What follows belongs to an exercise in optimizing a design on an open flow for small area, a short achievable clock period and few clock cycles per item; a production flow would make more cautious choices. Only simulation tests tie the RTL to the original design; equivalence was not proved.

## aesCore
module aesCore (
  input  wire                CLK,
  input  wire                RSTn,
  input  wire                EN,
  input  wire                Drdy,
  input  wire                Krdy,
  input  wire aesPkg::aesBlock_t Din,
  input  wire aesPkg::aesBlock_t Kin,
  output aesPkg::aesBlock_t  Dout,
  output logic               Dvld,
  output logic               Kvld,
  output logic               BSY
);
  logic              keyLoad;
  logic              start;
  logic              lastRound;
  logic [3:0]        roundCnt;
  aesPkg::aesBlock_t keyNext;
  aesControl i_aesControl (
    .CLK(CLK), .RSTn(RSTn), .EN(EN), .Drdy(Drdy), .Krdy(Krdy),
    .lastRound(lastRound), .keyLoad(keyLoad), .start(start),
    .Dvld(Dvld), .Kvld(Kvld), .BSY(BSY)
  );
  roundCounter i_roundCounter (
    .CLK(CLK), .EN(EN), .start(start), .busy(BSY),
    .roundCnt(roundCnt), .lastRound(lastRound)
  );
  keyArray i_keyArray (
    .CLK(CLK), .EN(EN), .keyLoad(keyLoad), .busy(BSY), .roundCnt(roundCnt),
    .Kin(Kin), .keyNext(keyNext)
  );
  stateArray i_stateArray (
    .CLK(CLK), .EN(EN), .start(start), .busy(BSY), .lastRound(lastRound),
    .Din(Din), .keyNext(keyNext), .Dout(Dout)
  );
endmodule
Settings: LEC_CHECK=0, CAP_MARGIN=20, CORE_MARGIN=2, CORE_UTILIZATION=65, PLACE_DENSITY=0.8, SETUP_SLACK_MARGIN=0.45, SLEW_MARGIN=20; clock period 7.0 ns.
standard.sh (not shown) runs the stock make flow with config.mk's settings and CLKGATE_MAP_FILE= SYNTH_SCRIPT=/design/flow/synth_recipe.tcl, a recipe that flattens the netlist after the stock synthesis.
==> flow/flow/run.sh <==
#!/bin/bash
# The standard layout, with synthesis mapped by flow/abc_map.script instead of ORFS's ABC script,
# and the port buffers made of sky130_fd_sc_hd__buf_1 cells.
set -euo pipefail
W=$(pwd)
export MY_ABC_SCRIPT="$W/flow/abc_map.script"
bash standard.sh SYNTH_SCRIPT="$W/flow/synth.tcl" synth > "$W/synth.log" 2>&1
bash standard.sh SYNTH_SCRIPT="$W/flow/synth.tcl" "BUFFER_PORTS_ARGS=-buffer_cell sky130_fd_sc_hd__buf_1" finish > "$W/layout.log" 2>&1
test -s "$W/out/final.def"
==> flow/flow/abc_map.script <==
strash
&get -n
&st
&dch
&nf -p -R 10
&put
topo
stime -c
==> flow/flow/synth.tcl <==
# synth_recipe.tcl with one change: the ABC mapping script is flow/abc_map.script
proc synth {args} { yosys synth -nofsm -noshare {*}$args }
proc abc {args} {
  set i [lsearch -exact $args -script]
  if { $i >= 0 } { lset args [expr {$i + 1}] $::env(MY_ABC_SCRIPT) }
  yosys abc {*}$args
}
source $::env(SCRIPTS_DIR)/synth.tcl
# left out here: clear keep_hierarchy, flatten, clean up, hide names made inside functions, write 1_2_yosys.v
The baseline finished clean.
Testbench counts at the start, summed over its fixed seeds: cycles 4,272, blocks 384.
==> next run, changes <==
- SETUP_SLACK_MARGIN: 0.45 -> unset
What happened:
- global-route usage stays flat
- fmax came out lower by a few percent
- critical path depth is unchanged
- setup slack gets worse by 0.30 ns
==> next run, changes <==
- CORE_UTILIZATION: 65 -> 50
- PLACE_DENSITY: 0.8 -> 0.7
- SETUP_SLACK_MARGIN: unset -> 0.6
Result: Synthesized area is unchanged; hold slack improved by 0.048 ns; utilization goes down by 14 points; routed wire length grows by about 4.4%; register-to-register slack is better by 0.39 ns.
==> next run, changes <==
- CORE_UTILIZATION: 50 -> 65
- PLACE_DENSITY: 0.7 -> 0.8
- The changed run produced a clean layout
- cell area went down by 0.66%
- core utilization went up by 18 points
- clock skew went up by 0.0047 ns
- synthesized area is unchanged
- critical path depth went down by 2
- first-iteration DRC count went up by 45%

* * *

Setup of main:
Another version of the RTL of aesCore (not shown whole).
Size in the first run: roughly 4300 cells after synthesis, about 390 flip-flops, about 390 I/O pins.
export LEC_CHECK = 0
export CAP_MARGIN = 20
export CORE_MARGIN = 2
export CORE_UTILIZATION = 65
export PLACE_DENSITY = 0.8
export SETUP_SLACK_MARGIN = 0.6
export SLEW_MARGIN = 20
create_clock -name core_clock -period 7.0 [get_ports {CLK}]
Scripts as last shown in full above: flow/flow/run.sh, flow/flow/abc_map.script, flow/flow/synth.tcl
Testbench counts of main, summed over its fixed seeds: cycles 4,272, blocks 384.
What the feature branch does differently from main at the input level:
- swapping 65 for 50 in CORE_UTILIZATION
- swapping 0.8 for 0.7 in PLACE_DENSITY
==> comparison <==
On the feature branch: number of core rows is 13 higher than what main gave. Multi-input logic area: main vs the feature branch, no meaningful difference. Diff main -> the feature branch: height of the chip moved up; post-route fraction of the period consumed by the critical path moved down; wire length moved up; final-layout clock buffer total moved down. For worst hold margin, main and the feature branch come out practically identical. In the feature branch, the design area came out about 1.5% above the value in main.

* * *

job 8601:
aesCore, a different RTL version from the one above (not shown whole).
Size: roughly 390 flip-flops, about 390 I/O pins, roughly 42000 µm² of cells after synthesis.
==> flow/design.v (excerpt) <==
module aesCore (
  input  wire                CLK,
  input  wire                RSTn,
  input  wire                EN,
  input  wire                Drdy,
  input  wire                Krdy,
  input  wire aesPkg::aesBlock_t Din,
  input  wire aesPkg::aesBlock_t Kin,
  output aesPkg::aesBlock_t  Dout,
  output logic               Dvld,
  output logic               Kvld,
  output logic               BSY
);
export LEC_CHECK = 0
export CAP_MARGIN = 20
export CORE_MARGIN = 2
export CORE_UTILIZATION = 50
export PLACE_DENSITY = 0.7
export SLEW_MARGIN = 20
create_clock -name core_clock -period 7.0 [get_ports {CLK}]
==> flow/flow/run.sh <==
#!/bin/bash
# The standard layout, with synthesis mapped by flow/abc_map.script instead of ORFS's ABC script.
set -euo pipefail
W=$(pwd)
export MY_ABC_SCRIPT="$W/flow/abc_map.script"
bash standard.sh SYNTH_SCRIPT="$W/flow/synth.tcl" synth > "$W/synth.log" 2>&1
bash standard.sh SYNTH_SCRIPT="$W/flow/synth.tcl" finish > "$W/layout.log" 2>&1
test -s "$W/out/final.def"
Scripts as last shown in full above: flow/flow/abc_map.script, flow/flow/synth.tcl
Job 8601 ran to completion and came out clean on the timing, DRC and antenna checks.
Testbench counts of job 8601, summed over its fixed seeds: cycles 4,272, blocks 384.
The inputs of job 8629 differ from those of job 8601 as listed below.
- PLACE_DENSITY: 0.7 -> unset
- CORE_UTILIZATION: 50 -> 30
[summary]
Job 8629 leaves less setup margin than job 8601. Of job 8629 and job 8601, it is job 8629 that has the higher relative area of non-clock buffer cells in the final design. Going from job 8601 to job 8629, non-clock buffer count grew by more than 10%. Job 8629: core box area is about 70% higher than what job 8601 reported. Compared to job 8601, job 8629 was floorplanned on a bigger die. Going from job 8601 to job 8629, first-pass GRT wire length grew by more than 10%. In the reports for job 8629 and job 8601, the smaller routed wire length belongs to job 8601. All-layer global routing usage in job 8629 vs job 8601: down 10 points.
Relative to job 8629, the following input files were edited for job 1548:
- changing CORE_UTILIZATION from 30 to 50
- setting PLACE_DENSITY to 0.7 for the first time
==> flow/flow/run.sh <==
#!/bin/bash
# The standard layout, with synthesis mapped by flow/abc_map.script instead of ORFS's ABC script,
# and the port buffers made of sky130_fd_sc_hd__buf_1 cells.
set -euo pipefail
W=$(pwd)
export MY_ABC_SCRIPT="$W/flow/abc_map.script"
bash standard.sh SYNTH_SCRIPT="$W/flow/synth.tcl" synth > "$W/synth.log" 2>&1
bash standard.sh SYNTH_SCRIPT="$W/flow/synth.tcl" "BUFFER_PORTS_ARGS=-buffer_cell sky130_fd_sc_hd__buf_1" finish > "$W/layout.log" 2>&1
test -s "$W/out/final.def"
## What came out
- Changes observed in job 1548 relative to job 8629: final worst setup slack fell 0.057 ns.
- Compared with job 8629, in job 1548 depth of the worst register-to-register path went up about 5%, number of global-route vias before repair decreased 3.5%, minimum hold slack increased by 0.012 ns relative to the old numbers.
- Sort job 1548 and job 8629 by met3 track demand over resource in global routing desc -> top: job 1548
- Cell area | job 1548 vs job 8629 | job 1548 smaller
Setup changes, job 1548 to job 1884
- an added GPL_TIMING_DRIVEN of 0
### Flow results
Job 1548 ran to completion and came out clean on the timing, DRC and antenna checks.
No stage failed in job 1884, and the final checks on the layout all came back clean.
A highest layer used for signal routing of met4 is what job 1548 shows, while met5 belongs to job 1884.
~same number of max-capacitance violations reported in job 1884 and job 1548
Job 1884 vs. job 1548: final-layout worst hold slack went up by 0.018 ns.
Job 1884 ended up with fewer standard cells than job 1548.
Job 1884 ended up with sky130_fd_sc_hd__edfxtp_1 as its cell with the largest stage delay on the worst path; job 1548 ended up with sky130_fd_sc_hd__xor3_1.
Against job 1548, job 1884 reports a wire length that is lower.
Share of final layout cell area taken by clock buffers and inverters in job 1884 is 0.29 points lower than in job 1548
Compared job 1884 vs job 1548, and pin count of the biggest net entering global routing is down in job 1884.
Setup slack after layout, job 1884 and job 1548, lower one = job 1884.

* * *

aesCore, a different RTL version from the one above (not shown whole).
Size: about 4300 cells after synthesis, roughly 390 flip-flops, about 42000 um^2 of cells after synthesis.
Design aesCore, start of the top module:
module aesCore (
  input  wire                CLK,
  input  wire                RSTn,
  input  wire                EN,
  input  wire                Drdy,
  input  wire                Krdy,
  input  wire aesPkg::aesBlock_t Din,
  input  wire aesPkg::aesBlock_t Kin,
  output aesPkg::aesBlock_t  Dout,
  output logic               Dvld,
  output logic               Kvld,
  output logic               BSY
);
  logic              keyLoad;
  logic              start;
  logic              lastRound;
  logic [3:0]        roundCnt;
  aesPkg::aesBlock_t cipherKey;
  aesPkg::aesBlock_t roundKey;
  aesControl i_aesControl (
    .CLK(CLK), .RSTn(RSTn), .EN(EN), .Drdy(Drdy), .Krdy(Krdy),
    .lastRound(lastRound), .keyLoad(keyLoad), .start(start),
    .Dvld(Dvld), .Kvld(Kvld), .BSY(BSY)
  );
  roundCounter i_roundCounter (
    .CLK(CLK), .EN(EN), .start(start), .busy(BSY),
    .roundCnt(roundCnt), .lastRound(lastRound)
  );
  keyArray i_keyArray (
    .CLK(CLK), .EN(EN), .keyLoad(keyLoad), .busy(BSY), .roundCnt(roundCnt),
    .Kin(Kin), .cipherKey(cipherKey), .roundKey(roundKey)
  );
  stateArray i_stateArray (
    .CLK(CLK), .EN(EN), .start(start), .busy(BSY), .lastRound(lastRound),
  ...
Settings: LEC_CHECK=0, CAP_MARGIN=20, CORE_MARGIN=2, CORE_UTILIZATION=50, PLACE_DENSITY=0.7, SLEW_MARGIN=20; clock period 7.0 ns.
==> flow/flow/run.sh <==
#!/bin/bash
# The standard layout, with synthesis mapped by flow/abc_map.script instead of ORFS's ABC script,
# and the port buffers made of sky130_fd_sc_hd__buf_1 cells.
set -euo pipefail
W=$(pwd)
export MY_ABC_SCRIPT="$W/flow/abc_map.script"
bash standard.sh SYNTH_SCRIPT="$W/flow/synth.tcl" synth > "$W/synth.log" 2>&1
bash standard.sh SYNTH_SCRIPT="$W/flow/synth.tcl" "BUFFER_PORTS_ARGS=-buffer_cell sky130_fd_sc_hd__buf_1" finish > "$W/layout.log" 2>&1
test -s "$W/out/final.def"
Scripts as last shown in full above: flow/flow/abc_map.script, flow/flow/synth.tcl
Testbench counts at the start, summed over its fixed seeds: cycles 4,272, blocks 384.
Then changed:
--- a/flow/config.mk
+++ b/flow/config.mk
@@ -10,2 +10,2 @@
-export CORE_UTILIZATION = 50
-export PLACE_DENSITY = 0.7
+export CORE_UTILIZATION = 65
+export PLACE_DENSITY = 0.8
The new run went through all stages and came out clean.
Flip-flop and latch count does not change.
Worst setup slack loses 89 ps.
Critical path depth falls by 1.
Sequential share of layout area rises by 0.30 points.
Maximum frequency falls by about 1.3%.
Routed wire length falls by about 4.3%.
Global-route usage rises by 7.5 points.
Via count rises by 1.5%.
Design area falls by 1.2%.
Register-to-register slack loses 90 ps.

## re-timing with driven ports
The results above use ideal ports. As a check the final layouts listed here were re-extracted and re-timed, cells and wires unchanged. Step 1: set_driving_cell puts a clkbuf_16 on CLK and a buf_2 on each other input, an assumption about the parent block. Step 2, shift: input delay + t, output delay - t, t = (earliest + latest rising clock arrival at the registers) / 2. This alone moves slack from input paths to output paths. Three values: no drivers, after step 1, after step 2; two values: the first two.
| run | shift t [ns] | setup WS [ns] | worst setup path after step 2 | worst data-port slew with drivers (ns) |
|---|---|---|---|---|
| the first run of note 1 | 0.672 | 0.612 / 0.612 / 0.612 | register to register | 0.08 |
| the second run of note 1 | 0.667 | 0.314 / 0.314 / 0.314 | register to register | 0.08 |
| the third run of note 1 | 0.690 | 0.701 / 0.701 / 0.701 | register to register | 0.05 |
| the fourth run of note 1 | 0.670 | 0.652 / 0.652 / 0.652 | register to register | 0.09 |
| main | 0.651 | 0.752 / 0.752 / 0.752 | register to register | 0.10 |
| the feature branch | 0.695 | 0.811 / 0.811 / 0.811 | register to register | 0.13 |
| job 8601 | 0.678 | 0.350 / 0.350 / 0.350 | register to register | 0.07 |
| job 8629 | 0.741 | 0.292 / 0.292 / 0.292 | register to register | 0.07 |
| job 1548 | 0.692 | 0.235 / 0.235 / 0.235 | register to register | 0.05 |
| job 1884 | 0.673 | 0.145 / 0.145 / 0.145 | register to register | 0.06 |
| the first run of note 4 | 0.690 | 0.340 / 0.340 / 0.340 | register to register | 0.05 |
| the second run of note 4 | 0.677 | 0.251 / 0.251 / 0.251 | register to register | 0.05 |
After both steps every run listed still meets setup and hold.
